This design comes from an exercise in tuning for small area on the open sky130 flow, not from production work.
The RTL was checked by simulation tests, not by an equivalence proof against the original design.
Power is estimated from default activity; no workload was simulated. The clock port is modelled as an ideal driver; clocking choices that lean on that would not hold on a real chip.

==> flow/design.v <==
package morph_pkg;
  localparam int WIN = 3;
  localparam int GRP  = 4;
  localparam int GBIT = 5;
endpackage
module bin_line_buffer #(
  parameter int DEPTH = 159,
  parameter int WIDTH = 5
) (
  input  logic             clk_i,
  input  logic             shift_en_i,
  input  logic [WIDTH-1:0] word_i,
  output logic [WIDTH-1:0] word_o
);
  logic [DEPTH*WIDTH-1:0] sr_reg;
  always_ff @(posedge clk_i) begin
    if (shift_en_i) begin
      sr_reg <= {sr_reg[(DEPTH-1)*WIDTH-1:0], word_i};
    end
  end
  assign word_o = sr_reg[DEPTH*WIDTH-1 -: WIDTH];
endmodule
module binary_erode3x3 #(
  parameter int DATA_WIDTH = 8,
  parameter int IMG_WIDTH  = 640,
  parameter int IMG_HEIGHT = 480
) (
  input  logic                  clk_i,
  input  logic                  rst_i,
  input  logic                  pixel_datav_i,
  input  logic                  pixel_sof_i,
  input  logic [DATA_WIDTH-1:0] pixel_data_i,
  output logic                  erode_datav_o,
  output logic                  erode_sof_o,
  output logic [DATA_WIDTH-1:0] erode_data_o,
  output logic                  overrun_o
);
  localparam int GRP    = morph_pkg::GRP;
  localparam int GBIT   = morph_pkg::GBIT;
  localparam int NGRP   = IMG_WIDTH / GRP - 1;
  localparam logic [7:0] GRP_LAST  = 8'd45;    
  localparam logic [8:0] ROW_ONE   = 9'd1;     
  localparam logic [8:0] ROW_FLUSH = 9'd36;    
  localparam logic [8:0] ROW_END   = 9'd73;    
  logic            active_reg;
  logic [1:0]      ph_reg;
  logic [7:0]      grp_reg;
  logic [8:0]      row_reg;
  logic            datav_reg;
  logic            sof_reg;
  logic            data_reg;
  logic            overrun_reg;
  logic            flush;
  logic            beat;
  logic            restart;
  logic [1:0]      ph_b;
  logic [7:0]      grp_b;
  logic [8:0]      row_b;
  logic            grp0;
  logic            col_last;
  logic            row0;
  logic            row1;
  logic            row_end;
  logic            p_in;
  logic            p1_reg, p2_reg;
  logic            h_cur;
  logic [5:1]      hs_reg;
  logic [4:1]      ws_reg;
  logic [4:1]      rb_reg;
  logic [3:1]      rw_reg;
  logic            e_old;
  logic            w_new;
  logic [GRP-1:0]  enc_b, enc_w;
  logic [GBIT-1:0] enc_c;
  logic [GBIT-1:0] dec_c;
  logic [GRP-1:0]  dec_b, dec_w;
  logic [1:0]      rd_sel;
  logic            grp_shift;
  assign row_end = (row_reg == ROW_END);
  assign flush   = active_reg && (row_end || row_reg == ROW_FLUSH);
  assign restart = pixel_datav_i && pixel_sof_i && !flush;
  assign beat    = flush || (pixel_datav_i && (pixel_sof_i || active_reg));
  assign ph_b    = restart ? '0 : ph_reg;
  assign grp_b   = restart ? '0 : grp_reg;
  assign row_b   = restart ? '0 : row_reg;
  assign grp0     = (grp_b == '0);
  assign col_last = (ph_b == 2'd3) && (grp_b == GRP_LAST);
  assign row0     = (row_b == '0);
  assign row1     = (row_b == ROW_ONE);
  assign p_in  = |pixel_data_i;
  assign h_cur = p2_reg && p1_reg && p_in && !(grp0 && !ph_b[1]);
  assign e_old = rb_reg[4] && rb_reg[3] && rb_reg[2];
  assign w_new = e_old && h_cur && !row0;
  assign enc_b[0] = hs_reg[5] | hs_reg[4] | hs_reg[3];
  assign enc_b[1] = hs_reg[4] | hs_reg[3] | hs_reg[2];
  assign enc_b[2] = hs_reg[3] | hs_reg[2] | hs_reg[1];
  assign enc_b[3] = hs_reg[2] | hs_reg[1] | h_cur;
  assign enc_w    = {ws_reg[1], ws_reg[2], ws_reg[3], ws_reg[4]};
  assign grp_shift = beat && (ph_b == 2'd1);
  always_comb begin
    if (&enc_b) begin
      enc_c = {1'b1, enc_w[3], enc_w[2], enc_w[1], enc_w[0]};
    end else if (!enc_b[1] && !enc_b[2]) begin
      enc_c = {1'b1, enc_b[0] | enc_b[3], !enc_b[0], enc_b[0], !enc_b[0] | enc_b[3]};
    end else if (enc_b[0] && enc_b[1]) begin
      enc_c = {2'b00, enc_b[2], enc_w[1] | enc_b[3], enc_w[0]};
    end else begin
      enc_c = {2'b01, enc_b[1], enc_w[2] | enc_b[0], enc_w[3]};
    end
  end
  bin_line_buffer #(
    .DEPTH(NGRP),
    .WIDTH(GBIT)
  ) u_store (
    .clk_i     (clk_i),
    .shift_en_i(grp_shift),
    .word_i    (enc_c),
    .word_o    (dec_c)
  );
  always_comb begin
    dec_b = '0;
    dec_w = '0;
    if (dec_c[4]) begin
      if ((dec_c[0] && !dec_c[1] && dec_c[2]) || (dec_c[1] && !dec_c[2] && dec_c[3])) begin
        dec_b = {dec_c[3] & dec_c[0], 2'b00, dec_c[1]};
      end else begin
        dec_b = 4'b1111;
        dec_w = dec_c[3:0];
      end
    end else if (!dec_c[3]) begin
      dec_b = {dec_c[1] & !dec_c[2], dec_c[2], 2'b11};
      dec_w = {2'b00, dec_c[2] & dec_c[1], dec_c[0]};
    end else begin
      dec_b = {2'b11, dec_c[2], dec_c[1] & !dec_c[2]};
      dec_w = {dec_c[0], dec_c[2] & dec_c[1], 2'b00};
    end
  end
  assign rd_sel = ph_b + 2'd2;
  always_ff @(posedge clk_i) begin
    if (beat) begin
      p1_reg <= p_in;
      p2_reg <= p1_reg;
      hs_reg <= {hs_reg[4:1], h_cur};
      ws_reg <= {ws_reg[3:1], w_new};
      rb_reg <= {rb_reg[3:1], dec_b[rd_sel]};
      rw_reg <= {rw_reg[2:1], dec_w[rd_sel]};
    end
  end
  always_ff @(posedge clk_i) begin
    if (rst_i) begin
      active_reg  <= 1'b0;
      datav_reg   <= 1'b0;
      sof_reg     <= 1'b0;
      data_reg    <= 1'b0;
      overrun_reg <= 1'b0;
    end else begin
      datav_reg <= beat && !row0 && !(row1 && grp0 && ph_b == 2'd0);
      sof_reg   <= beat && row1 && grp0 && (ph_b == 2'd1);
      data_reg  <= beat && !row0 && !row1 && !flush && h_cur && rw_reg[3];
      if (flush && pixel_datav_i) begin
        overrun_reg <= 1'b1;
      end
      if (restart) begin
        active_reg <= 1'b1;
      end else if (flush && row_end) begin
        active_reg <= 1'b0;
      end
    end
  end
  always_ff @(posedge clk_i) begin
    if (beat) begin
      ph_reg <= ph_b + 1'b1;
      if (col_last) begin
        grp_reg <= '0;
        row_reg <= {row_b[7:0], !(row_b[8] ^ row_b[4])};
      end else begin
        if (ph_b == 2'd3) begin
          grp_reg <= {grp_b[6:0], !(grp_b[7] ^ grp_b[5] ^ grp_b[4] ^ grp_b[3])};
        end else begin
          grp_reg <= grp_b;
        end
        row_reg <= row_b;
      end
    end
  end
  assign erode_datav_o = datav_reg;
  assign erode_sof_o   = sof_reg;
  assign erode_data_o  = {DATA_WIDTH{data_reg}};
  assign overrun_o     = overrun_reg;
endmodule
==> flow/flow/run.sh <==
#!/bin/bash
# Standard ORFS layout, with the port buffers made from the smallest buffer cell and a
# clock tree built without CTS's dummy balancing loads.
set -euo pipefail
export BUFFER_PORTS_ARGS="-buffer_cell sky130_fd_sc_hd__buf_1"
export CTS_ARGS="-sink_clustering_enable -repair_clock_nets -sink_clustering_size 40 -sink_clustering_max_diameter 60 -buf_list sky130_fd_sc_hd__clkbuf_16 -dont_use_dummy_load"
bash standard.sh > standard.log 2>&1
==> flow/standard.sh <==
#!/bin/bash
# synth_recipe.tcl (not shown) runs the flow's synth.tcl, then flattens the netlist and writes it again
# the make line also repeats each setting of config.mk as NAME=value (left out here)
make -C /OpenROAD-flow-scripts/flow DESIGN_CONFIG=/design/flow/config.mk WORK_HOME=/design/flow/orfs CLKGATE_MAP_FILE= SYNTH_SCRIPT=/design/flow/synth_recipe.tcl "${@:-finish}"
==> flow/config.mk <==
export PLATFORM = sky130hd
export DESIGN_NAME = binary_erode3x3
export DESIGN_NICKNAME = binary_erode3x3
export VERILOG_FILES = /design/flow/design.v
export SDC_FILE = /design/flow/constraint.sdc
export NUM_CORES = 4
export LEC_CHECK = 0
export CAP_MARGIN = 20
export CORE_MARGIN = 2
export CORE_UTILIZATION = 85
export CTS_BUF_LIST = sky130_fd_sc_hd__clkbuf_16
export CTS_CLUSTER_DIAMETER = 60
export CTS_CLUSTER_SIZE = 40
export SLEW_MARGIN = 20
==> flow/constraint.sdc <==
create_clock -name core_clock -period 10.0 [get_ports {clk_i}]
set_input_delay 2.0000 -clock core_clock [delete_from_list [all_inputs] [get_ports {clk_i}]]
set_output_delay 2.0000 -clock core_clock [all_outputs]
set_load 0.01 [all_outputs]
==> results of run 1 <==
==> through the flow <==
stage	worst slack, ns	hold WS [ns]	cells	total power [mW]	instance area [um^2]
floorplan	0.910	0.400	1019	4.04	26200
global placement	5.04	0.401	1424	4.04	26700
==> synth_stat cells (2+ instances only) <==
cell and number:
and3_1 2, dfxtp_1 5, a22oi_1 2, xor2_1 2, edfxtp_1 832, nor2_1 12, o31ai_1 2, inv_1 7
nor3_1 8, nand3_1 4, and2_1 2, xnor2_1 2, nor2b_1 2, a31oi_1 2, buf_4 8, clkbuf_1 6
a21oi_1 14, mux2i_1 7, a32oi_1 2, o21ai_0 12, nor4_1 7, buf_2 2, o22ai_1 5, a21o_1 2
and4bb_2 2, ha_1 3, o32ai_1 2, nand2_1 33, nand4_1 3, nand2b_1 6, a211oi_1 2
==> worst min-delay path by stage <==
stage	from	to	slack [ns]	cells past startpoint
floorplan	rb_reg[1]	rb_reg[2]	0.40	0
global placement	u_store.sr_reg[512]	u_store.sr_reg[517]	0.40	0
==> power groups by stage <==
stage	registers [mW]	logic (mW)	clock network [mW]
after floorplan	3.98	0.0592	0
after global placement	3.96	0.0774	0
==> logic make-up after synthesis <==
kind of cell | count (synthesis) | synth area share [%]
DFF | 837 | 95.8
and+or+nand+nor | 88 | 1.73
AOI/OAI and AO/OA | 55 | 1.42
buffers and inverters | 25 | 0.511
muxes | 7 | 0.268
xor gates and xnor gates | 4 | 0.134
adders and majority gates | 3 | 0.143
==> results.txt, run 1 <==
* Status: aborted with a tool error
* Failed at: 3_5_place_dp
* Error msg: Error: detail_place.tcl, 38 bad optional access
* # IOs at 23
* Starting Density at 86.1%
* Die Y-Extent at roughly 180 um
* Die span in x at approximately 180 um
* Yosys reg bits at about 840
* Yosys warns at 2
* Leading area contributor after synthesis: edfxtp_1
* Share of the synthesized area in the top cell type at ~95%
* Top FF cell, synth: edfxtp_1
* Number of flops mapped to enable cells by yosys at roughly 830
* Mapped Cells at between 1000 and 1500
* Ys async rst share at 0%
* Mapped Area at approximately 26000 um^2
* Row Count at 64
* Port Buffers at 22
* Syn_nets at a little over 1000
* Post-Syn Area per Cell at around 26 um^2
* Yosys cell types at 50
* Largest cells by area after synthesis: edfxtp_1 (95%), nand2_1 (0.47%), dfxtp_1 (0.38%)
* RD Place Congestion at ~0.8
* Seq/Total Area, Yosys at a little over nine tenths
==> run 2, diff against run 1 <==
==> flow/flow/run.sh (replaced) <==
#!/bin/bash
# Standard ORFS layout, with the port buffers made from the smallest buffer cell and a
# clock tree built without CTS's dummy balancing loads.
set -euo pipefail
export BUFFER_PORTS_ARGS="-buffer_cell sky130_fd_sc_hd__buf_1"
export CTS_ARGS="-sink_clustering_enable -repair_clock_nets -sink_clustering_size 50 -sink_clustering_max_diameter 60 -buf_list sky130_fd_sc_hd__clkbuf_16 -dont_use_dummy_load"
bash standard.sh > standard.log 2>&1
--- a/flow/config.mk
+++ b/flow/config.mk
@@ -7,7 +7,7 @@
 export LEC_CHECK = 0
 export CAP_MARGIN = 20
 export CORE_MARGIN = 2
-export CORE_UTILIZATION = 85
+export CORE_UTILIZATION = 70
 export CTS_BUF_LIST = sky130_fd_sc_hd__clkbuf_16
 export CTS_CLUSTER_DIAMETER = 60
 export CTS_CLUSTER_SIZE = 40
==> results.txt, run 2 <==
* Status: complete, no violations
* Antenna violations before repair at 0
* Max capacitance violation total at 0
* Yosys warns at 2
* Setup crit end kind: register
* Clock sinks at 837
* Share of the synthesized area in the top cell type at ~95%
* Leading area contributor after synthesis: edfxtp_1
* Post-Syn Area per Cell at around 26 um^2
* Via count at ~8900
* Die span in x at around 200 um
* # IOs at 23
* Reg clk slew, reported paths at 0.11 ns
* Die area at 39000 um^2
* Syn_nets at roughly 1000
* # DRC at 0
* Global route total overflow at 0
* TNS Setup at 0 ns
* Clock Path Buffers at 3
* Port Buffers at 22
* CTS tree: done
* Leak at 6.74 nW
* Inserted Clock Buffers at 38
* RSZ-0062 raised after global routing: false
* WP data arrival at between 5 and 6 ns
* Row Count at 70
* Final Hold Vio Count at 0
* Period Utilization, post-route at about half
* Final setup violation count at 0
* Post-route minimum period at a little under 5 ns
* # fillers at between 1500 and 2000
* Later-pin clock latency in the skew report at between 0.5 and 0.6 ns
* Mapped Area at about 26000 um^2
* GRT Resource Usage Total at 14.7%
* Count leader, synth: edfxtp_1
* DP HPWL at between 10 and 15 mm
* Via count of the first global-routing pass at about 8000
* Worst-path maximum fanout at about 180
* Layout area overhead at 6.14%
* Die Y-Extent at roughly 200 um
* Worst setup SP type: input pin
* Critical path required time at 10.17 ns
* Top FF cell, synth: edfxtp_1
* 1st-iter DRT viols at 858
* Yosys reg bits at 837
* Power consumption at about 5.5 mW
* Commonest non-fill, non-tap cell in the layout: edfxtp_1
* Yosys cell types at 50
* Clock skew at between 0.04 and 0.05 ns
* Cells after DPL at 1498
* Seq/Total Area, Yosys at between 90% and 100%
* Largest cells by area after synthesis: edfxtp_1 (95%), nand2_1 (0.47%), dfxtp_1 (0.38%)
* Drt pass-1 iters at 5
* Layout cell share with drive strength beyond 1 at just over 5%
* Setup crit start: pixel_datav_i
* Layout Cells excl Fill at about 1500
* R2r setup slk at between 5 and 6 ns
* Commonest cells after routing, fill and taps aside: edfxtp_1 (832), clkbuf_16 (38), nand2_1 (33)
* Largest net degree at the start of global routing at between 200 and 250
* Number of flip-flops in the largest register at between 700 and 800
* Total power divided by cell area at between 150 and 200 nW/um^2
* Post-route ant nets at 0
* Setup CP Type: in -> reg
* Core Area at roughly 37000 um^2
* Via density per instance at a little under 6
* Number of flops mapped to enable cells by yosys at about 830
* Worst-margin pin slew at between 1 and 1.5 ns
* WL/cell at approximately 18 um
* Synth top cells by count: edfxtp_1 (832), nand2_1 (33), a21oi_1 (14)
* H-tree depth at 2
* Mapped Cells at 1019
* RD Place Congestion at about 0.79
* Reg area at 25100 um^2
* Hold Startpoint: u_store.sr_reg[788]
* Post-CTS Hold Fix Bufs at 0
* Post CTS Setup Buffer Count at 0
* Fmax at between 0.2 and 0.25 GHz
* Area of the multi-input gates at a little under 1000 um^2
* Max-slew headroom at between 20 and 30%
* Final Max Slew Viols at 0
* FF-to-FF Start: row_reg[7]
* Starting Density at 71.4%
* Post-cts resize count at 0
* Final #Nets at roughly 1100
* CTS root buf: clkbuf_16
* Hold WC Path Type: reg -> reg
* Ys async rst share at 0%
* Routed Wire Length at ~28 mm
* Peak VDD IR at approximately 150 uV
* First-pass GRT wire length at around 43 mm
==> run 2: final timing paths <==
path,to,cells after the start
max,u_store.sr_reg[302],8
max reg2reg,u_store.sr_reg[302],9
min,u_store.sr_reg[793],0
min reg2reg,u_store.sr_reg[793],0
==> run 2: report_power, final <==
part           switching (mW)  internal (mW)  total (mW)  leakage, nW
clock                   0.899          0.683        1.58        0.468
sequential             0.0162           3.87        3.89         5.80
combinational          0.0625         0.0161      0.0787        0.470
total                   0.978           4.57        5.55         6.74
==> run 2: worst max-delay path: stages <==
cell,delay [ns]
buf_1,0.16
nand2_1,0.28
o21a_1,0.30
inv_1,0.09
ha_1,0.17
and2_4,0.56
buf_4,0.67
buf_12,0.71
==> run 2: logic make-up (layout without fill, tap and decap cells) <==
| group | Yosys count | after routing | share of synthesized area (%) |
|---|---|---|---|
| compound gates | 55 | 55 | 1.42 |
| mux | 7 | 7 | 0.268 |
| other cells | 0 | 1 | 0 |
| simple gates | 88 | 88 | 1.73 |
| flops | 837 | 837 | 95.8 |
| buf+inv | 25 | 74 | 0.511 |
| fa+ha+maj | 3 | 3 | 0.143 |
| xor+xnor | 4 | 4 | 0.134 |
==> run 2: metal layers <==
metal / global-route usage, % / up-vias / wire length [um]
met5: 0 / - / 0
met4: 5.63 / 0 / 627
met3: 2.87 / 40 / 1100
met2: 18.0 / 147 / 11300
met1: 26.4 / 4556 / 15400
li1: - / 4140 / -
==> run 2: layout make-up <==
class	instances	area share, %
antenna	1	0.00900
clock buffer	38	3.42
inverter	7	0.0945
multi-input combinational	157	3.50
sequential	837	90.2
tap	468	2.11
timing repair buffer	29	0.621
==> run 2: through the flow <==
stage / util (%) / hold slack, ns / setup slack (ns) / area (um^2)
2_1_floorplan: - / 0.400 / 0.910 / 26200
3_3_place_gp: 73.1 / 0.401 / 4.68 / 26800
3_5_place_dp: 73.1 / 0.405 / 4.56 / 26800
4_1_cts: 75.7 / 0.375 / 5.19 / 27800
5_1_grt: 75.7 / 0.388 / 4.80 / 27800
6_report: 75.7 / 0.373 / 5.13 / 27800
==> run 3, diff against run 2 <==
==> flow/flow/run.sh (replaced) <==
#!/bin/bash
# Standard ORFS layout, with the port buffers made from the smallest buffer cell and a
# clock tree built without CTS's dummy balancing loads.
set -euo pipefail
export BUFFER_PORTS_ARGS="-buffer_cell sky130_fd_sc_hd__buf_1"
export CTS_ARGS="-sink_clustering_enable -repair_clock_nets -sink_clustering_size 40 -sink_clustering_max_diameter 75 -buf_list sky130_fd_sc_hd__clkbuf_16 -dont_use_dummy_load"
bash standard.sh > standard.log 2>&1
==> results.txt, run 3 <==
* Status: complete, no violations
* Via count at roughly 9000
* Clock skew at approximately 0.049 ns
* Critical path required time at about 10 ns
* RSZ-0062 raised after global routing: false
* Via density per instance at ~5.7
* Post CTS Setup Buffer Count at 0
* Hold Path Cell Cnt at 0
* Row Count at 70
* Yosys reg bits at 837
* Top FF cell, synth: edfxtp_1
* Port Buffers at 22
* # IOs at 23
* Critical path buffers and inverters at 4
* Via count of the first global-routing pass at ~8000
* Mapped Cells at 1019
* Sw frac at approximately 18%
* Worst r2r path cells at 9
* WL/cell at about 19 um
* Core Area at 36700 um^2
* Final Max Slew Viols at 0
* Die Y-Extent at approximately 200 um
* Diode count at 0
* Clock power share at between 20% and 30%
* Clock Path Buffers at 3
* Internal power at roughly 4.5 mW
* Setup CP Type: in -> reg
* Final setup violation count at 0
* WP data arrival at 5.05 ns
* DP HPWL at about 13 mm
* R2r setup slk at 5.29 ns
* Final #Nets at between 1000 and 1500
* Mapped Area at between 20000 and 30000 um^2
* Number of flip-flops in the largest register at between 700 and 800
* Leading area contributor after synthesis: edfxtp_1
* Syn_nets at approximately 1000
* Setup WS pre-CTS at around 4.6 ns
* Fmax at 0.206 GHz
* Crit-path slowest cell: buf_4
* Hold WC Path Type: reg -> reg
* Layout cell share with drive strength beyond 1 at around 5.0%
* RR Endpoint: u_store.sr_reg[353]
* Peak VDD IR at 179 uV
* Seq/Total Area, Yosys at between 90% and 100%
* Layout area overhead at 5.94%
* CTS tree: done
* Setup crit end kind: register
* Worst-margin pin slew at 1.09 ns
* Post-cts resize count at 0
* Synth top cells by count: edfxtp_1 (832), nand2_1 (33), a21oi_1 (14)
* Period Utilization, post-route at about half
* Yosys cell types at 50
* Routed Wire Length at between 20 and 30 mm
* Share of the synthesized area in the top cell type at a little over nine tenths
* Yosys warns at 2
* Ys async rst share at 0%
* Reg clk slew, reported paths at approximately 0.090 ns
* Final WS setup at around 5.1 ns
* Hold Startpoint: u_store.sr_reg[775]
* Starting Density at between 70% and 80%
* Drt pass-1 iters at 5
* # DRC at 0
* Combinational Power Share at 1.4%
* Final Hold Vio Count at 0
* Worst-path maximum fanout at roughly 170
* Max capacitance violation total at 0
* Post-route ant nets at 0
* GRT Resource Usage Total at between 10% and 20%
* Later-pin clock latency in the skew report at 0.57 ns
* Post-route minimum period at 4.86 ns
* H-tree depth at 2
* Worst setup SP type: input pin
* Commonest cells after routing, fill and taps aside: edfxtp_1 (832), clkbuf_16 (36), nand2_1 (33)
* Largest net degree at the start of global routing at about 210
* Antenna violations before repair at 0
* Inserted Clock Buffers at 36
* Max-slew headroom at between 20% and 30%
* Commonest non-fill, non-tap cell in the layout: edfxtp_1
* FF-to-FF Start: row_reg[7]
* Largest cells by area after synthesis: edfxtp_1 (95%), nand2_1 (0.47%), dfxtp_1 (0.38%)
* Sw power at about 0.98 mW
* First-pass GRT wire length at ~43 mm
* Total power divided by cell area at roughly 200 nW/um^2
* CP Cell Sequence: buf_1 > nand2_1 > o21a_1 > inv_1 > ha_1 > and2_4 > buf_4 > buf_12
* Post-Syn Area per Cell at between 20 and 30 um^2
* RD Place Congestion at 0.790
* Die span in x at 197 um
* Leak at about 6.7 nW
* WHS Endpoint: u_store.sr_reg[780]
* Clock sinks at around 840
* TNS Setup at 0 ns
* CTS root buf: clkbuf_16
* Die area at between 30000 and 40000 um^2
* Global route total overflow at 0
* Count leader, synth: edfxtp_1
* Flop pwr share at approximately 70%
* Cell family with most CP delay: buffers and inverters
* Worst path max stage delay at between 0.6 and 0.7 ns
* 1st-iter DRT viols at approximately 830
* Post-CTS Hold Fix Bufs at 0
* Number of flops mapped to enable cells by yosys at 832
[run 3: changes by cell type in the layout (fill, tap and decap cells not counted), sizes merged]
cell | previous run | this run
clkbuf | 38 | 36
diode | 1 | 0
[run 3: routing by layer]
| layer | share of wire [%] | global-route usage (%) |
|---|---|---|
| met1 | 55 | 26.2 |
| met5 | 0 | 0 |
| met4 | 2.4 | 5.46 |
| met3 | 3.4 | 2.83 |
| met2 | 39 | 18.1 |
[run 3: per-stage QoR]
| stage | utilization (%) | hold WS, ns | instances | total power [mW] | instance area, um^2 |
|---|---|---|---|---|---|
| floorplan | - | 0.400 | 1019 | 4.04 | 26200 |
| global placement | 73.1 | 0.401 | 1498 | 4.04 | 26800 |
| detailed placement | 73.1 | 0.405 | 1498 | 4.05 | 26800 |
| CTS | 75.6 | 0.389 | 1534 | 5.59 | 27700 |
| global route | 75.6 | 0.395 | 1534 | 5.69 | 27700 |
| finish | 75.6 | 0.384 | 1534 | 5.51 | 27700 |
[run 3: power groups by stage]
| stage | sequential (mW) | clock, mW | combinational, mW |
|---|---|---|---|
| floorplan | 3.98 | 0 | 0.0592 |
| global placement | 3.96 | 0 | 0.0785 |
| detailed placement | 3.97 | 0 | 0.0810 |
| CTS | 3.89 | 1.62 | 0.0801 |
| global route | 3.89 | 1.71 | 0.0897 |
| finish | 3.89 | 1.55 | 0.0786 |
[run 3: worst reg2reg max path: stages (launching register included)]
cell and delay, ns:
edfxtp_1 0.45, or4_4 0.58, or3_4 0.40, a21boi_4 0.35
or2_2 0.22, and2_1 0.16, ha_1 0.17, and2_4 0.54
buf_4 0.69, buf_12 0.66
[run 3: cells by family after synthesis]
kind of cell / synth area share, %
flops: 95.8
simple gates: 1.73
compound gates: 1.42
buf+inv: 0.511
mux: 0.268
xor+xnor: 0.134
fa+ha+maj: 0.143
[run 3: worst max path at each step]
stage                             start                   to  slack [ns]  cells after the start
after floorplan           pixel_datav_i    u_store.sr_reg[0]        0.91                      3
after global placement    pixel_datav_i  u_store.sr_reg[272]        4.68                      8
after detailed placement  pixel_datav_i  u_store.sr_reg[297]        4.56                      8
after CTS                 pixel_datav_i  u_store.sr_reg[756]        5.19                      8
after global routing      pixel_datav_i  u_store.sr_reg[292]        4.83                      8
final                     pixel_datav_i  u_store.sr_reg[353]        5.14                      8
[run 3: cell type report]
cell class,count,area [um^2]
Sequential cell,837,25100
Tap cell,468,586
Fill cell,1909,8950
Clock buffer,36,901
Timing Repair Buffer,29,173
Inverter,7,26.3
Multi-Input combinational cell,157,973
==> run 4, diff against run 3 <==
--- a/flow/config.mk
+++ b/flow/config.mk
@@ -7,7 +7,7 @@
 export LEC_CHECK = 0
 export CAP_MARGIN = 20
 export CORE_MARGIN = 2
-export CORE_UTILIZATION = 70
+export CORE_UTILIZATION = 78
 export CTS_BUF_LIST = sky130_fd_sc_hd__clkbuf_16
 export CTS_CLUSTER_DIAMETER = 60
 export CTS_CLUSTER_SIZE = 40
==> results.txt, run 4 <==
* Port Buffers at 22
* Ys async rst share at 0%
* Count leader, synth: edfxtp_1
* Inserted Clock Buffers at 34
* Yosys reg bits at roughly 840
* Synth top cells by count: edfxtp_1 (832), nand2_1 (33), a21oi_1 (14)
* # IOs at 23
* Status: aborted with a tool error
* Die Y-Extent at between 150 and 200 um
* Failed at: 4_1_cts
* Die span in x at about 190 um
* Top FF cell, synth: edfxtp_1
* CTS root buf: clkbuf_16
* Leading area contributor after synthesis: edfxtp_1
* Number of flops mapped to enable cells by yosys at around 830
* Setup WS pre-CTS at slightly below 5 ns
* Seq/Total Area, Yosys at between 90% and 100%
* H-tree depth at 2
* Largest cells by area after synthesis: edfxtp_1 (95%), nand2_1 (0.47%), dfxtp_1 (0.38%)
* Cells after DPL at between 1000 and 1500
* Post CTS Setup Buffer Count at 0
* Post-cts resize count at 0
* Yosys cell types at 50
* Yosys warns at 2
* Row Count at 67
* Post-CTS Hold Fix Bufs at 0
* Error msg: [ERROR DPL-0033] detailed placement checks failed during check placement.
* Syn_nets at about 1000
* Clock Path Buffers at 3
* Mapped Cells at slightly above 1000
* Starting Density at approximately four fifths
* Post-DP Area at 26800 um^2
* Share of the synthesized area in the top cell type at approximately 95%
* Mapped Area at around 26000 um^2
* DP HPWL at 15.4 mm
* Post-Syn Area per Cell at roughly 26 um^2
* Clock sinks at between 800 and 900
* RD Place Congestion at slightly below 0.8
==> run 4: cell counts after synthesis <==
Identical to the previous run, type by type.
==> run 4: worst max path at each step <==
stage                        startpoint                  end  slack (ns)
after floorplan           pixel_datav_i    u_store.sr_reg[0]        0.91
after global placement    pixel_datav_i  u_store.sr_reg[141]        4.94
after detailed placement  pixel_datav_i  u_store.sr_reg[146]        4.89
==> run 4: kinds of logic after synthesis <==
| group | share of synthesized area [%] |
|---|---|
| compound gates | 1.42 |
| xor+xnor | 0.134 |
| fa+ha+maj | 0.143 |
| buf+inv | 0.511 |
| flops | 95.8 |
| mux | 0.268 |
| simple gates | 1.73 |
==> run 4: power by group through the flow <==
stage                     Sequential, mW  Clock, mW  Combinational (mW)
after floorplan                     3.98          0              0.0592
after detailed placement            3.97          0              0.0817
after global placement              3.97          0              0.0780
==> run 4: stage by stage <==
stage | hold WS, ns | util, %
3_5_place_dp | 0.405 | 80.6
2_1_floorplan | 0.400 | -
3_3_place_gp | 0.400 | 80.6
==> run 5, diff against run 4 <==
==> flow/flow/run.sh (replaced) <==
#!/bin/bash
# Standard ORFS layout, with the port buffers made from the smallest buffer cell and a
# clock tree built without CTS's dummy balancing loads.
set -euo pipefail
export BUFFER_PORTS_ARGS="-buffer_cell sky130_fd_sc_hd__buf_1"
export CTS_ARGS="-sink_clustering_enable -repair_clock_nets -sink_clustering_size 34 -sink_clustering_max_diameter 90 -buf_list sky130_fd_sc_hd__clkbuf_16 -dont_use_dummy_load"
bash standard.sh > standard.log 2>&1
--- a/flow/config.mk
+++ b/flow/config.mk
@@ -7,7 +7,7 @@
 export LEC_CHECK = 0
 export CAP_MARGIN = 20
 export CORE_MARGIN = 2
-export CORE_UTILIZATION = 78
+export CORE_UTILIZATION = 70
 export CTS_BUF_LIST = sky130_fd_sc_hd__clkbuf_16
 export CTS_CLUSTER_DIAMETER = 60
 export CTS_CLUSTER_SIZE = 40
==> results.txt, run 5 <==
* Leak at roughly 6.6 nW
* Inserted Clock Buffers at 28
* Final setup violation count at 0
* Reg clk slew, reported paths at approximately 0.11 ns
* Post CTS Setup Buffer Count at 0
* Final WS setup at 5.11 ns
* Commonest non-fill, non-tap cell in the layout: edfxtp_1
* Cells after DPL at roughly 1500
* Largest net degree at the start of global routing at approximately 210
* 1st-iter DRT viols at around 860
* Peak VDD IR at ~170 uV
* Post-Syn Area per Cell at 25.7 um^2
* Leading area contributor after synthesis: edfxtp_1
* Period Utilization, post-route at slightly below 50%
* Layout Cells excl Fill at 1526
* Post-CTS Hold Fix Bufs at 0
* Count leader, synth: edfxtp_1
* Clock Path Buffers at 3
* Final Max Slew Viols at 0
* GRT Resource Usage Total at ~14%
* Yosys cell types at 50
* Status: complete, no violations
* Critical path required time at 10.22 ns
* Crit-path slowest cell: buf_4
* Worst path max stage delay at about 0.67 ns
* WL/cell at approximately 18 um
* Die Y-Extent at 197 um
* Max capacitance violation total at 0
* Synth top cells by count: edfxtp_1 (832), nand2_1 (33), a21oi_1 (14)
* Critical path buffers and inverters at 4
* Mapped Cells at between 1000 and 1500
* Yosys reg bits at around 840
* Starting Density at approximately 71%
* Total power divided by cell area at roughly 190 nW/um^2
* Setup WS pre-CTS at approximately 4.6 ns
* Routed Wire Length at approximately 28 mm
* Later-pin clock latency in the skew report at just over 0.6 ns
* Max-slew headroom at about 29%
* Die area at between 30000 and 40000 um^2
* Final #Nets at between 1000 and 1500
* Post-route minimum period at 4.89 ns
* Drt pass-1 iters at 7
* RSZ-0062 raised after global routing: false
* Fmax at approximately 0.2 GHz
* Largest cells by area after synthesis: edfxtp_1 (95%), nand2_1 (0.47%), dfxtp_1 (0.38%)
* Via count of the first global-routing pass at 7819
* TNS Setup at 0 ns
* Cell family with most CP delay: buffers and inverters
* Number of flip-flops in the largest register at around 800
* CTS tree: done
* Post-cts resize count at 0
* # IOs at 23
* Yosys warns at 2
* Worst-path maximum fanout at 174
* Seq/Total Area, Yosys at a little over nine tenths
* # DRC at 0
* Commonest cells after routing, fill and taps aside: edfxtp_1 (832), nand2_1 (33), clkbuf_16 (28)
* Top FF cell, synth: edfxtp_1
* H-tree depth at 1
* Post-route ant nets at 0
* WP data arrival at approximately 5.1 ns
* Core Area at between 30000 and 40000 um^2
* Worst setup SP type: input pin
* Diode count at 0
* Global route total overflow at 0
* Layout area overhead at 5.18%
* Antenna violations before repair at 0
* Layout cell share with drive strength beyond 1 at 4.25%
* Hold WC Path Type: reg -> reg
* Ys async rst share at 0%
* Clock sinks at around 840
* CTS root buf: clkbuf_16
* Clock skew at approximately 0.036 ns
* Mapped Area at around 26000 um^2
* Syn_nets at between 1000 and 1500
* First-pass GRT wire length at 42.8 mm
* RD Place Congestion at roughly 0.79
* Setup CP Type: in -> reg
* Setup crit end kind: register
* Share of the synthesized area in the top cell type at 95.4%
* Final Hold Vio Count at 0
* Via density per instance at around 5.7
* DP HPWL at roughly 13 mm
* CP Cell Sequence: buf_1 > nand2_1 > o21a_1 > inv_1 > ha_1 > and2_4 > buf_4 > buf_12
* Worst-margin pin slew at 1.07 ns
* Via count at about 8700
* Number of flops mapped to enable cells by yosys at 832
* Die span in x at roughly 200 um
* Port Buffers at 22
* Row Count at 70
run 5: cell counts after synthesis:
Identical to the previous run, type by type.
run 5: final timing paths:
| check | endpoint | slack [ns] | startpoint | cells past startpoint |
|---|---|---|---|---|
| max | u_store.sr_reg[589] | 5.11 | pixel_datav_i | 8 |
| min | u_store.sr_reg[793] | 0.42 | u_store.sr_reg[788] | 0 |
| max reg2reg | u_store.sr_reg[589] | 5.18 | row_reg[7] | 9 |
| min reg2reg | u_store.sr_reg[793] | 0.42 | u_store.sr_reg[788] | 0 |
run 5: logic make-up after synthesis:
group           count (synthesis)  share of synthesized area (%)
mux                             7                          0.268
simple gates                   88                           1.73
buf+inv                        25                          0.511
xor+xnor                        4                          0.134
compound gates                 55                           1.42
fa+ha+maj                       3                          0.143
flops                         837                           95.8
run 5: area by class of cell:
type	instances	area, um^2
Inverter	7	26.3
Multi-Input combinational cell	157	973
Timing Repair Buffer	29	173
Tap cell	468	586
Clock buffer	28	701
Fill cell	1925	9160
Sequential cell	837	25100
run 5: layer usage:
| layer | share of wire [%] | GRT usage [%] |
|---|---|---|
| met3 | 3.2 | 2.53 |
| met1 | 54 | 26.3 |
| met4 | 2.3 | 3.51 |
| met2 | 40 | 18.0 |
| met5 | 0 | 0 |
run 5: through the flow:
step / instance area [um^2] / hold WS [ns] / util, % / power (mW)
finish: 27500 / 0.419 / 75.1 / 5.33
CTS: 27500 / 0.419 / 75.0 / 5.40
detailed placement: 26800 / 0.405 / 73.1 / 4.05
global placement: 26800 / 0.401 / 73.1 / 4.04
floorplan: 26200 / 0.400 / - / 4.04
global route: 27500 / 0.429 / 75.1 / 5.51
run 5: worst reg2reg max path: cells and delay by family (launching register included):
family	cells	cell delay, ns
and+or+nand+nor	5	1.91
adders and majority gates	1	0.17
DFF	1	0.46
buffers and inverters	2	1.29
AOI/OAI and AO/OA	1	0.35
run 5: where the power goes:
part / internal (mW) / switching (mW) / total [mW]
Combinational: 0.0161 / 0.0626 / 0.0787
Sequential: 3.87 / 0.0162 / 3.89
Clock: 0.506 / 0.861 / 1.37
==> run 6, diff against run 5 <==
==> flow/run.sh (new file) <==
#!/bin/bash
# synth_recipe.tcl (not shown) runs the flow's synth.tcl, then flattens the netlist and writes it again
# the make line also repeats each setting of config.mk as NAME=value (left out here)
make -C /OpenROAD-flow-scripts/flow DESIGN_CONFIG=/design/flow/config.mk WORK_HOME=/design/flow/orfs CLKGATE_MAP_FILE= SYNTH_SCRIPT=/design/flow/synth_recipe.tcl finish
removed: flow/flow/run.sh
removed: flow/standard.sh
==> results.txt, run 6 <==
* Final Max Slew Viols at 0
* Post CTS Setup Buffer Count at 0
* Clock sinks at 837
* Die span in x at 197 um
* Final #Nets at approximately 1100
* Inserted Clock Buffers at 38
* Reg area at about 25000 um^2
* # fillers at between 1500 and 2000
* Max capacitance violation total at 0
* Flop pwr share at between 60 and 70%
* Max-slew headroom at about a third
* Power consumption at between 5 and 6 mW
* Largest net degree at the start of global routing at ~230
* First-pass GRT wire length at around 43 mm
* Final setup violation count at 0
* Number of flops mapped to enable cells by yosys at roughly 830
* Starting Density at between 70% and 80%
* Status: complete, no violations
* Internal power at approximately 4.7 mW
* Mapped Area at about 26000 um^2
* Die area at between 30000 and 40000 um^2
* CTS tree: done
* Peak VDD IR at roughly 180 uV
* Core Area at approximately 37000 um^2
* Combinational Power Share at roughly 1.4%
* Critical path required time at between 10 and 15 ns
* RSZ-0062 raised after global routing: false
* Leading area contributor after synthesis: edfxtp_1
* Yosys reg bits at between 800 and 900
* Yosys cell types at 50
* WL/cell at 18.3 um
* Syn_nets at 1034
* Top FF cell, synth: edfxtp_1
* Via count of the first global-routing pass at 7910
* WP data arrival at between 5 and 6 ns
* Mapped Cells at ~1000
* Largest cells by area after synthesis: edfxtp_1 (95%), nand2_1 (0.47%), dfxtp_1 (0.38%)
* Worst-margin pin slew at 1.02 ns
* CP endpoint: u_store.sr_reg[692]
* FF-to-FF Start: row_reg[7]
* Synth top cells by count: edfxtp_1 (832), nand2_1 (33), a21oi_1 (14)
* Sw frac at about a fifth
* Layout area overhead at 8.69%
* Layout cell share with drive strength beyond 1 at 7.64%
* DP HPWL at ~13 mm
* Port Buffers at 22
* Worst r2r path cells at 8
* Leak at roughly 7.0 nW
* Ys async rst share at 0%
* Worst setup SP type: input pin
* Post-cts resize count at 0
* Commonest cells after routing, fill and taps aside: edfxtp_1 (832), clkbuf_16 (41), nand2_1 (33)
* Period Utilization, post-route at 48.1%
* R2r setup slk at around 5.5 ns
* Die Y-Extent at around 200 um
* Seq/Total Area, Yosys at between 90% and 100%
* Global route total overflow at 0
* Total power divided by cell area at 208 nW/um^2
* Via density per instance at around 5.7
* Later-pin clock latency in the skew report at between 0.5 and 0.6 ns
* Worst-path maximum fanout at between 80 and 90
* GRT Resource Usage Total at between 10 and 15%
* Setup crit end kind: register
* Clock Path Buffers at 3
* Routed Wire Length at roughly 29 mm
* TNS Setup at 0 ns
* Post-route ant nets at 0
* H-tree depth at 2
* Sw power at 1.17 mW
* # IOs at 23
* Fmax at slightly above 0.2 GHz
* Via count at about 9000
* Reg clk slew, reported paths at 0.12 ns
* Post-CTS Hold Fix Bufs at 0
* Setup CP Type: in -> reg
* CTS root buf: clkbuf_16
* RD Place Congestion at ~0.77
* Commonest non-fill, non-tap cell in the layout: edfxtp_1
* Clock skew at ~0.031 ns
* Hold WC Path Type: reg -> reg
* Number of flip-flops in the largest register at 795
* Antenna violations before repair at 0
* Post-route minimum period at approximately 4.8 ns
* Area of the multi-input gates at roughly 1000 um^2
* Clock power share at 32.9%
* Post-Syn Area per Cell at about 26 um^2
* RR Endpoint: u_store.sr_reg[692]
* 1st-iter DRT viols at 870
* Diode count at 0
* # DRC at 0
* Count leader, synth: edfxtp_1
* Final Hold Vio Count at 0
* Drt pass-1 iters at 4
* Row Count at 70
* Share of the synthesized area in the top cell type at between 90% and 100%
* Yosys warns at 2
* Setup crit start: pixel_datav_i
==> run 6: area by class of cell <==
type	count	area share [%]
sequential	837	88.1
inverter	7	0.0923
clock buffer	41	3.60
clock inverter	28	1.44
multi-input combinational	157	3.41
timing repair buffer	30	1.26
tap	468	2.06
==> run 6: per-layer routing <==
metal  vias to the layer above  GRT usage (%)  share of wire [%]
met3                        46           2.66                3.0
met2                       109           18.1                 40
met1                      4625           26.7                 55
met5                         -              0                  0
li1                       4168              -                  -
met4                         0           5.68                2.6
==> run 6: stage by stage <==
| step | cell area [um^2] | util, % | worst slack [ns] | std cells | hold slack (ns) |
|---|---|---|---|---|---|
| after floorplan | 26200 | - | 0.910 | 1019 | 0.400 |
| after global placement | 27000 | 73.5 | 4.45 | 1497 | 0.401 |
| after detailed placement | 27000 | 73.5 | 4.33 | 1497 | 0.405 |
| after CTS | 28400 | 77.4 | 4.99 | 1566 | 0.412 |
| after global routing | 28500 | 77.6 | 4.95 | 1568 | 0.417 |
| final | 28500 | 77.6 | 5.19 | 1568 | 0.405 |
==> run 6: worst max-delay path: stages <==
cell and delay, ns:
clkdlybuf4s50_1 0.48, nand2_1 0.31, or2_2 0.22, and2_1 0.17, ha_1 0.18, and2_4 0.42
buf_16 0.31, buf_4 0.81
==> run 6: kinds of logic after synthesis <==
kind of cell | Yosys count | share of synthesized area (%)
AO/OA/AOI/OAI | 55 | 1.42
XOR/XNOR | 4 | 0.134
adder cells (fa/ha/maj) | 3 | 0.143
AND/OR/NAND/NOR | 88 | 1.73
multiplexers | 7 | 0.268
flip-flops | 837 | 95.8
buffers and inverters | 25 | 0.511
==> run 6: power groups by stage <==
stage          sequential, mW  combinational [mW]  clock (mW)
2_1_floorplan            3.98              0.0592           0
3_3_place_gp             3.97              0.0815           0
3_5_place_dp             3.97              0.0840           0
4_1_cts                  3.89              0.0831        2.03
5_1_grt                  3.89              0.0944        2.13
6_report                 3.89              0.0836        1.95
==> run 6: how the worst min path moves through the flow <==
stage	from	to	cells after the start
floorplan	rb_reg[1]	rb_reg[2]	0
finish	u_store.sr_reg[93]	u_store.sr_reg[98]	0
detailed placement	rw_reg[2]	rw_reg[3]	0
global placement	u_store.sr_reg[266]	u_store.sr_reg[271]	0
CTS	u_store.sr_reg[93]	u_store.sr_reg[98]	0
global route	u_store.sr_reg[93]	u_store.sr_reg[98]	0
==> run 7, diff against run 6 <==
--- a/flow/design.v
+++ b/flow/design.v
@@ -54,8 +54,6 @@
   logic            beat;
   logic            restart;
   logic [1:0]      ph_b;
-  logic [7:0]      grp_b;
-  logic [8:0]      row_b;
   logic            grp0;
   logic            col_last;
   logic            row0;
@@ -81,12 +79,10 @@
   assign restart = pixel_datav_i && pixel_sof_i && !flush;
   assign beat    = flush || (pixel_datav_i && (pixel_sof_i || active_reg));
   assign ph_b    = restart ? '0 : ph_reg;
-  assign grp_b   = restart ? '0 : grp_reg;
-  assign row_b   = restart ? '0 : row_reg;
-  assign grp0     = (grp_b == '0);
-  assign col_last = (ph_b == 2'd3) && (grp_b == GRP_LAST);
-  assign row0     = (row_b == '0);
-  assign row1     = (row_b == ROW_ONE);
+  assign grp0     = restart || (grp_reg == '0);
+  assign col_last = (ph_b == 2'd3) && (grp_reg == GRP_LAST);
+  assign row0     = restart || (row_reg == '0);
+  assign row1     = !restart && (row_reg == ROW_ONE);
   assign p_in  = |pixel_data_i;
   assign h_cur = p2_reg && p1_reg && p_in && !(grp0 && !ph_b[1]);
   assign e_old = rb_reg[4] && rb_reg[3] && rb_reg[2];
@@ -170,16 +166,19 @@
   always_ff @(posedge clk_i) begin
     if (beat) begin
       ph_reg <= ph_b + 1'b1;
-      if (col_last) begin
+    end
+    if (beat && (restart || ph_reg == 2'd3)) begin
+      if (restart || grp_reg == GRP_LAST) begin
         grp_reg <= '0;
-        row_reg <= {row_b[7:0], !(row_b[8] ^ row_b[4])};
       end else begin
-        if (ph_b == 2'd3) begin
-          grp_reg <= {grp_b[6:0], !(grp_b[7] ^ grp_b[5] ^ grp_b[4] ^ grp_b[3])};
-        end else begin
-          grp_reg <= grp_b;
-        end
-        row_reg <= row_b;
+        grp_reg <= {grp_reg[6:0], !(grp_reg[7] ^ grp_reg[5] ^ grp_reg[4] ^ grp_reg[3])};
+      end
+    end
+    if (beat && (restart || col_last)) begin
+      if (restart) begin
+        row_reg <= '0;
+      end else begin
+        row_reg <= {row_reg[7:0], !(row_reg[8] ^ row_reg[4])};
       end
     end
   end
==> flow/flow/run.sh (new file) <==
#!/bin/bash
# Standard ORFS layout, with the port buffers made from the smallest buffer cell and a
# clock tree built without CTS's dummy balancing loads.
set -euo pipefail
export BUFFER_PORTS_ARGS="-buffer_cell sky130_fd_sc_hd__buf_1"
export CTS_ARGS="-sink_clustering_enable -repair_clock_nets -sink_clustering_size 34 -sink_clustering_max_diameter 90 -buf_list sky130_fd_sc_hd__clkbuf_16 -dont_use_dummy_load"
bash standard.sh > standard.log 2>&1
==> flow/standard.sh (new file) <==
#!/bin/bash
# synth_recipe.tcl (not shown) runs the flow's synth.tcl, then flattens the netlist and writes it again
# the make line also repeats each setting of config.mk as NAME=value (left out here)
make -C /OpenROAD-flow-scripts/flow DESIGN_CONFIG=/design/flow/config.mk WORK_HOME=/design/flow/orfs CLKGATE_MAP_FILE= SYNTH_SCRIPT=/design/flow/synth_recipe.tcl "${@:-finish}"
removed: flow/run.sh
==> results.txt, run 7 <==
* Reg clk slew, reported paths at roughly 0.11 ns
* Max capacitance violation total at 0
* Syn_nets at approximately 1000
* Hold Path Cell Cnt at 0
* WP depth at 10
* Worst r2r path cells at 10
* Core Area at roughly 37000 um^2
* Clock Path Buffers at 3
* Fmax at around 0.18 GHz
* CP Cell Sequence: buf_1 > nand2_8 > nor3_4 > nor2b_1 > inv_1 > ha_2 > nor2b_4 > buf_4 > buf_12 > buf_16
* Critical path required time at 10.23 ns
* Via count of the first global-routing pass at roughly 8000
* Die span in x at just under 200 um
* Drt pass-1 iters at 5
* Clock skew at 0.0362 ns
* Antenna violations before repair at 0
* Post-cts resize count at 0
* Commonest non-fill, non-tap cell in the layout: edfxtp_1
* Final Max Slew Viols at 0
* Count leader, synth: edfxtp_1
* Routed Wire Length at between 20 and 30 mm
* Final Hold Vio Count at 0
* Starting Density at roughly 71%
* Largest net degree at the start of global routing at 240
* Cell family with most CP delay: buffers and inverters
* WL/cell at ~19 um
* Port Buffers at 22
* Final #Nets at 1054
* Critical path buffers and inverters at 5
* Hold WC Path Type: reg -> reg
* Crit-path slowest cell: nor2b_4
* Max-slew headroom at a little over a third
* Leading area contributor after synthesis: edfxtp_1
* Synth top cells by count: edfxtp_1 (832), nand2_1 (18), nor2_1 (16), nor2b_1 (16), a21oi_1 (14)
* Top FF cell, synth: edfxtp_1
* Worst path max stage delay at slightly below 0.7 ns
* Layout area overhead at 5.54%
* RD Place Congestion at approximately 0.84
* Setup crit end kind: register
* Reg area at around 25000 um^2
* Mapped Area at 26100 um^2
* Post CTS Setup Buffer Count at 0
* Seq/Total Area, Yosys at a little over nine tenths
* WP data arrival at about 5.7 ns
* TNS Setup at 0 ns
* Worst-path maximum fanout at between 100 and 150
* Later-pin clock latency in the skew report at 0.59 ns
* Period Utilization, post-route at 54.5%
* Largest cells by area after synthesis: edfxtp_1 (96%), dfxtp_1 (0.38%), nor2b_1 (0.38%)
* Worst setup SP type: input pin
* Leak at 6.58 nW
* Yosys reg bits at 837
* RSZ-0062 raised after global routing: false
* Post-route ant nets at 0
* First-pass GRT wire length at roughly 44 mm
* Layout Cells excl Fill at about 1500
* Via density per instance at slightly below 6
* Row Count at 70
* Share of the synthesized area in the top cell type at a little over nine tenths
* Power consumption at between 5 and 6 mW
* Inserted Clock Buffers at 28
* Diode count at 0
* Number of flip-flops in the largest register at 795
* # IOs at 23
* Die area at 38800 um^2
* Hold WS at ~0.40 ns
* Via count at slightly below 9000
* Number of flops mapped to enable cells by yosys at approximately 830
* Final setup violation count at 0
* Layout cell share with drive strength beyond 1 at ~5.1%
* DP HPWL at 13.3 mm
* Die Y-Extent at 197 um
* Ys async rst share at 0%
* GRT Resource Usage Total at around 15%
* Mapped Cells at between 900 and 1000
* H-tree depth at 1
* Yosys warns at 2
* Post-Syn Area per Cell at 26.2 um^2
* CTS tree: done
* CTS root buf: clkbuf_16
* Yosys cell types at 45
* Total power divided by cell area at slightly below 200 nW/um^2
* Clock sinks at roughly 840
* Worst-margin pin slew at between 0.9 and 1 ns
* Post-route minimum period at approximately 5.5 ns
* # DRC at 0
* Area of the multi-input gates at around 900 um^2
* Post-CTS Hold Fix Bufs at 0
* 1st-iter DRT viols at about 710
* Setup CP Type: in -> reg
* Peak VDD IR at 157 uV
* Cells after DPL at 1476
* # fillers at approximately 1900
* Global route total overflow at 0
* Commonest cells after routing, fill and taps aside: edfxtp_1 (832), clkbuf_16 (28), buf_1 (22)
* Status: complete, no violations
-- run 7: cell types whose count changed after synthesis, moves of 4 or more --
cell | previous run | this run
nor3_1 | 8 | 4
nand2_1 | 33 | 18
nor2b_1 | 2 | 16
nand2b_1 | 6 | 1
mux2i_1 | 7 | 0
nor2_1 | 12 | 16
-- run 7: cell families after synthesis --
kind of cell / Yosys count / share of synthesized area, %
AOI/OAI and AO/OA: 38 / 0.859
buffers and inverters: 23 / 0.494
adders and majority gates: 3 / 0.144
muxes: 1 / 0.0432
and+or+nand+nor: 86 / 2.05
DFF: 837 / 96.2
xor gates and xnor gates: 5 / 0.168
-- run 7: stage by stage --
| step | area (um^2) | util (%) | worst slack (ns) |
|---|---|---|---|
| 6_report | 27500 | 75.1 | 4.55 |
| 3_5_place_dp | 26800 | 73.1 | 4.08 |
| 5_1_grt | 27500 | 75.1 | 4.27 |
| 2_1_floorplan | 26100 | - | -4.81 |
| 4_1_cts | 27500 | 75.0 | 4.73 |
| 3_3_place_gp | 26800 | 73.1 | 4.28 |
-- run 7: final timing paths --
| kind | slack (ns) | to | from |
|---|---|---|---|
| worst max register to register | 5.46 | u_store.sr_reg[521] | row_reg[4] |
| worst max-delay path | 4.55 | u_store.sr_reg[521] | pixel_datav_i |
| worst min-delay path | 0.40 | u_store.sr_reg[37] | u_store.sr_reg[32] |
| worst min register to register | 0.40 | u_store.sr_reg[37] | u_store.sr_reg[32] |
-- run 7: cell type report --
class / instances / share of cell area, %
well taps: 468 / 2.13
flip-flops and latches: 837 / 91.2
clock buffers: 28 / 2.55
multi-input cells: 133 / 3.26
repair buffers: 30 / 0.741
inverters: 9 / 0.132
-- run 7: power breakdown --
group	switching, mW	internal, mW
clock	0.864	0.507
combinational	0.0620	0.0153
sequential	0.0141	3.87
total	0.940	4.39
-- run 7: routing by layer --
metal  wire length [um]  GRT usage, %
met4                546          3.04
met5                  0             0
met1              15200          25.4
met3                892          2.05
met2              12300          20.6
==> run 8, diff against run 7 <==
==> flow/flow/run.sh (replaced) <==
#!/bin/bash
# Standard ORFS layout, with the port buffers made from the smallest buffer cell and a
# clock tree built without CTS's dummy balancing loads.
set -euo pipefail
export BUFFER_PORTS_ARGS="-buffer_cell sky130_fd_sc_hd__buf_1"
export CTS_ARGS="-sink_clustering_enable -repair_clock_nets -sink_clustering_size 20 -sink_clustering_max_diameter 60 -buf_list sky130_fd_sc_hd__clkbuf_8 -dont_use_dummy_load"
bash standard.sh > standard.log 2>&1
==> results.txt, run 8 <==
* Status: complete, no violations
* Final setup violation count at 0
* Yosys cell types at between 40 and 50
* Peak VDD IR at 127 uV
* Setup CP Type: in -> reg
* Die Y-Extent at 197 um
* Die span in x at ~200 um
* Post-CTS Hold Fix Bufs at 0
* Share of the synthesized area in the top cell type at a little over nine tenths
* Area of the multi-input gates at ~900 um^2
* Top FF cell, synth: edfxtp_1
* Seq/Total Area, Yosys at 96.2%
* # fillers at about 1900
* Critical path required time at ~10 ns
* Drt pass-1 iters at 5
* Later-pin clock latency in the skew report at around 0.66 ns
* Worst-path maximum fanout at between 100 and 150
* Number of flops mapped to enable cells by yosys at ~830
* Post-DP Area at approximately 27000 um^2
* Yosys warns at 2
* H-tree depth at 2
* Leak at approximately 6.6 nW
* Global route total overflow at 0
* Layout cell share with drive strength beyond 1 at under 10%
* Worst-margin pin slew at roughly 1.1 ns
* Clock Path Buffers at 3
* Largest cells by area after synthesis: edfxtp_1 (96%), dfxtp_1 (0.38%), nor2b_1 (0.38%)
* WL/cell at approximately 19 um
* First-pass GRT wire length at 45.3 mm
* Post-cts resize count at 0
* Period Utilization, post-route at 53.8%
* Post-route minimum period at approximately 5.4 ns
* Leading area contributor after synthesis: edfxtp_1
* Hold WS at around 0.40 ns
* Starting Density at a little under three quarters
* Yosys reg bits at between 800 and 900
* GRT Resource Usage Total at 15.4%
* Port Buffers at 22
* Final Max Slew Viols at 0
* CTS root buf: clkbuf_8
* Fmax at about 0.19 GHz
* Commonest non-fill, non-tap cell in the layout: edfxtp_1
* Via density per instance at about 5.8
* Hold WC Path Type: reg -> reg
* Antenna violations before repair at 0
* Die area at between 30000 and 40000 um^2
* Count leader, synth: edfxtp_1
* CTS tree: done
* Via count of the first global-routing pass at a little over 8000
* Number of flip-flops in the largest register at roughly 800
* RD Place Congestion at ~0.84
* Final Hold Vio Count at 0
* Total power divided by cell area at about 190 nW/um^2
* Reg area at 25100 um^2
* Post-route ant nets at 0
* Inserted Clock Buffers at 48
* Setup crit end kind: register
* Commonest cells after routing, fill and taps aside: edfxtp_1 (832), clkbuf_8 (48), buf_1 (22)
* Final non-filler cell area at 27500 um^2
* Post CTS Setup Buffer Count at 0
* Mapped Cells at between 900 and 1000
* Clock skew at 0.0443 ns
* Mapped Area at around 26000 um^2
* Max-slew headroom at approximately 30%
* Synth top cells by count: edfxtp_1 (832), nand2_1 (18), nor2_1 (16), nor2b_1 (16), a21oi_1 (14)
* 1st-iter DRT viols at approximately 760
* Worst setup SP type: input pin
* RSZ-0062 raised after global routing: false
* Final #Nets at about 1100
* Diode count at 0
* Core Area at 36600 um^2
* Via count at just under 9000
* Post-Syn Area per Cell at between 20 and 30 um^2
* Routed Wire Length at approximately 30 mm
* DP HPWL at about 13 mm
* Syn_nets at ~1000
* Layout area overhead at 5.38%
* Reg clk slew, reported paths at 0.11 ns
* # DRC at 0
* Clock sinks at around 840
* Ys async rst share at 0%
* WP data arrival at ~5.7 ns
* # IOs at 23
* Largest net degree at the start of global routing at 240
* Max capacitance violation total at 0
* Row Count at 70
[run 8: cell counts after synthesis]
No cell type changed its count.
[run 8: power by group]
group / leakage (nW) / internal, mW / switching, mW
clock: 0.345 / 0.435 / 0.885
sequential: 5.79 / 3.87 / 0.0141
combinational: 0.442 / 0.0153 / 0.0620
total: 6.58 / 4.32 / 0.961
[run 8: worst paths after layout]
| path | start | to | depth (start not counted) | slack [ns] |
|---|---|---|---|---|
| worst min register to register | u_store.sr_reg[203] | u_store.sr_reg[208] | 0 | 0.40 |
| worst min-delay path | u_store.sr_reg[203] | u_store.sr_reg[208] | 0 | 0.40 |
| worst max register to register | row_reg[0] | u_store.sr_reg[332] | 10 | 5.49 |
| worst max-delay path | pixel_datav_i | u_store.sr_reg[332] | 10 | 4.62 |
[run 8: final cells by class]
class	count	area share [%]
Sequential cell	837	91.3
Multi-Input combinational cell	133	3.26
Clock buffer	48	2.41
Tap cell	468	2.13
Timing Repair Buffer	30	0.743
Inverter	9	0.132
[run 8: stage by stage]
step                worst slack, ns  utilization [%]  power, mW  std cells  setup TNS, ns
floorplan                     -4.81                -       4.06        993       -3824.32
global placement               4.28             73.1       4.03       1476              0
detailed placement             4.08             73.1       4.04       1476              0
CTS                            4.80             74.9       5.35       1524              0
global route                   4.34             75.0       5.47       1525              0
finish                         4.62             75.0       5.28       1525              0
[run 8: kinds of logic after synthesis]
family          count (synthesis)  share of synthesized area (%)
mux                             1                         0.0432
xor+xnor                        5                          0.168
flops                         837                           96.2
buf+inv                        23                          0.494
simple gates                   86                           2.05
compound gates                 38                          0.859
fa+ha+maj                       3                          0.144
[run 8: routing by layer]
metal  global-route usage [%]  vias up  wire (um)
met1                     26.1     4578      15300
met2                     20.4      146      12600
met5                        0        -          0
li1                         -     4029          -
met4                     5.15        0        696
met3                     3.42       48       1120
[run 8: worst max-delay path, stage by stage]
cell and delay, ns:
buf_1 0.26, nand2_8 0.08, nor3_4 0.69, nor2b_1 0.16, inv_1 0.14, ha_2 0.19
nor2b_4 0.68, buf_4 0.36, buf_12 0.41, buf_16 0.51
==> run 9, diff against run 8 <==
==> flow/flow/run.sh (replaced) <==
#!/bin/bash
# Standard ORFS layout, with the port buffers made from the smallest buffer cell and a
# clock tree built without CTS's dummy balancing loads.
set -euo pipefail
export BUFFER_PORTS_ARGS="-buffer_cell sky130_fd_sc_hd__buf_1"
export CTS_ARGS="-sink_clustering_enable -repair_clock_nets -sink_clustering_size 30 -sink_clustering_max_diameter 60 -buf_list sky130_fd_sc_hd__clkbuf_16 -dont_use_dummy_load"
bash standard.sh > standard.log 2>&1
==> results.txt, run 9 <==
* Cells after DPL at between 1000 and 1500
* R2r setup slk at 5.46 ns
* # DRC at 0
* WP data arrival at ~5.7 ns
* Final Hold Vio Count at 0
* Syn_nets at just over 1000
* Fmax at about 0.18 GHz
* Port Buffers at 22
* TNS Setup at 0 ns
* WL/cell at a little under 20 um
* Period Utilization, post-route at a little over half
* Peak VDD IR at about 130 uV
* CTS tree: done
* Leading area contributor after synthesis: edfxtp_1
* Critical path required time at 10.18 ns
* Clock Path Buffers at 3
* Post-cts resize count at 0
* Routed Wire Length at just under 30 mm
* Post CTS Setup Buffer Count at 0
* Inserted Clock Buffers at 38
* RSZ-0062 raised after global routing: false
* Number of flip-flops in the largest register at approximately 800
* Starting Density at around 71%
* Die Y-Extent at approximately 200 um
* Diode count at 0
* GRT Resource Usage Total at 15.1%
* Largest cells by area after synthesis: edfxtp_1 (96%), dfxtp_1 (0.38%), nor2b_1 (0.38%)
* Post-CTS Hold Fix Bufs at 0
* Setup CP Type: in -> reg
* RD Place Congestion at roughly 0.84
* RR Endpoint: u_store.sr_reg[417]
* Worst-margin pin slew at 1.00 ns
* Status: complete, no violations
* Clock skew at ~0.046 ns
* Leak at between 6 and 7 nW
* # IOs at 23
* Mapped Cells at 993
* Layout cell share with drive strength beyond 1 at approximately 6%
* Layout Cells excl Fill at roughly 1500
* Worst r2r path cells at 10
* Reg clk slew, reported paths at about 0.09 ns
* Post-Syn Area per Cell at between 20 and 30 um^2
* Hold Startpoint: u_store.sr_reg[688]
* Commonest cells after routing, fill and taps aside: edfxtp_1 (832), clkbuf_16 (38), buf_1 (22)
* Hold WC Path Type: reg -> reg
* Row Count at 70
* Post-route minimum period at around 5.5 ns
* Yosys warns at 2
* Global route total overflow at 0
* Hold WS at about 0.39 ns
* Mapped Area at 26100 um^2
* Total power divided by cell area at 200 nW/um^2
* Antenna violations before repair at 0
* Worst setup SP type: input pin
* Post-route ant nets at 0
* Final #Nets at 1064
* Drt pass-1 iters at 4
* WHS Endpoint: u_store.sr_reg[693]
* Final Max Slew Viols at 0
* Clock sinks at between 800 and 900
* Hold Path Cell Cnt at 0
* Max capacitance violation total at 0
* Core Area at approximately 37000 um^2
* H-tree depth at 2
* Number of flops mapped to enable cells by yosys at approximately 830
* Later-pin clock latency in the skew report at a little under 0.6 ns
* Worst-path maximum fanout at 140
* Share of the synthesized area in the top cell type at a little over nine tenths
* First-pass GRT wire length at 44.6 mm
* Synth top cells by count: edfxtp_1 (832), nand2_1 (18), nor2_1 (16), nor2b_1 (16), a21oi_1 (14)
* Via count at just under 9000
* CTS root buf: clkbuf_16
* FF-to-FF Start: row_reg[4]
* DP HPWL at approximately 13 mm
* 1st-iter DRT viols at 792
* Yosys reg bits at 837
* Count leader, synth: edfxtp_1
* Top FF cell, synth: edfxtp_1
* Setup crit end kind: register
* Commonest non-fill, non-tap cell in the layout: edfxtp_1
* Max-slew headroom at between 30% and 40%
* Die span in x at 197 um
* Via density per instance at between 5 and 6
* Die area at between 30000 and 40000 um^2
* Largest net degree at the start of global routing at 240
* Final setup violation count at 0
* Seq/Total Area, Yosys at between 90% and 100%
* Layout area overhead at 6.50%
* Via count of the first global-routing pass at 8050
* Yosys cell types at 45
* Ys async rst share at 0%
run 9: cell counts after synthesis:
No cell type changed its count.
run 9: where the power goes:
| part | switching (mW) | internal [mW] | leakage, nW |
|---|---|---|---|
| Clock | 0.900 | 0.683 | 0.468 |
| Sequential | 0.0142 | 3.87 | 5.79 |
| Combinational | 0.0622 | 0.0153 | 0.442 |
| Total | 0.977 | 4.57 | 6.70 |
run 9: critical path, cell delays in order:
cell and delay (ns):
buf_1 0.26, nand2_8 0.08, nor3_4 0.67, nor2b_1 0.16, inv_1 0.14, ha_2 0.19, nor2b_4 0.70, buf_4 0.36
buf_12 0.44, buf_16 0.51
run 9: cell type report:
type,count,area [um^2]
inverter,9,36.3
fill,1876,8850
multi-input combinational,133,896
sequential,837,25100
clock buffer,38,951
timing repair buffer,30,204
tap,468,586
run 9: through the flow:
step / power (mW) / instance area (um^2) / setup WS, ns / util [%]
after floorplan: 4.06 / 26100 / -4.81 / -
after global placement: 4.03 / 26800 / 4.28 / 73.1
after detailed placement: 4.04 / 26800 / 4.08 / 73.1
after CTS: 5.61 / 27700 / 4.70 / 75.7
after global routing: 5.73 / 27800 / 4.23 / 75.8
final: 5.54 / 27800 / 4.50 / 75.8
run 9: cells by family (layout without fill, tap and decap cells):
| logic type | Yosys count | after routing | synth area share, % |
|---|---|---|---|
| multiplexers | 1 | 1 | 0.0432 |
| flip-flops | 837 | 837 | 96.2 |
| buffers and inverters | 23 | 77 | 0.494 |
| XOR/XNOR | 5 | 5 | 0.168 |
| AO/OA/AOI/OAI | 38 | 38 | 0.859 |
| adder cells (fa/ha/maj) | 3 | 3 | 0.144 |
| AND/OR/NAND/NOR | 86 | 86 | 2.05 |
run 9: how the worst max path moves through the flow:
stage | from | to | slack, ns | depth (start not counted)
6_report | pixel_datav_i | u_store.sr_reg[417] | 4.50 | 10
3_3_place_gp | pixel_datav_i | u_store.sr_reg[382] | 4.28 | 9
2_1_floorplan | pixel_datav_i | u_store.sr_reg[0] | -4.81 | 6
5_1_grt | pixel_datav_i | u_store.sr_reg[447] | 4.23 | 10
4_1_cts | pixel_datav_i | u_store.sr_reg[447] | 4.70 | 9
3_5_place_dp | pixel_datav_i | u_store.sr_reg[427] | 4.08 | 9
run 9: layer usage:
metal / vias to the layer above / GRT usage, % / share of wire, %
li1: 4023 / - / -
met1: 4508 / 25.4 / 53
met3: 29 / 3.49 / 3.3
met5: - / 0 / 0
met4: 0 / 4.18 / 1.8
met2: 105 / 20.6 / 42

afterwards: timing with drivers on the ports:
The results above use ideal ports. As a check the final layouts listed here were re-extracted and re-timed, cells and wires unchanged. Step 1: set_driving_cell puts a clkbuf_16 on clk_i and a buf_2 on each other input, an assumption about the parent block. Step 2 moves the port delays by t, midway between the first and last clock arrival at a register: inputs arrive t later, outputs are due t later. That takes back most of the time a late clock gives input paths. Three values: ideal ports, drivers, drivers and shift; two values: the first two.
run	t (ns)	setup slack, ns	slew at the worst register clock pin (ns)
run 2	0.608	5.129 / 5.160 / 4.552	0.11 / 0.11
run 3	0.599	5.138 / 5.169 / 4.571	0.12 / 0.12
run 5	0.645	5.111 / 5.144 / 4.500	0.12 / 0.12
run 6	0.629	5.185 / 5.211 / 4.581	0.12 / 0.12
run 7	0.631	4.550 / 4.580 / 3.949	0.12 / 0.12
run 8	0.685	4.615 / 4.641 / 3.956	0.12 / 0.12
run 9	0.614	4.502 / 4.532 / 3.918	0.10 / 0.10
After both steps setup and hold are still met in every run listed. The setup slack of run 8, which loses most, moves by +0.026 ns with the drivers and by -0.659 ns with both steps.
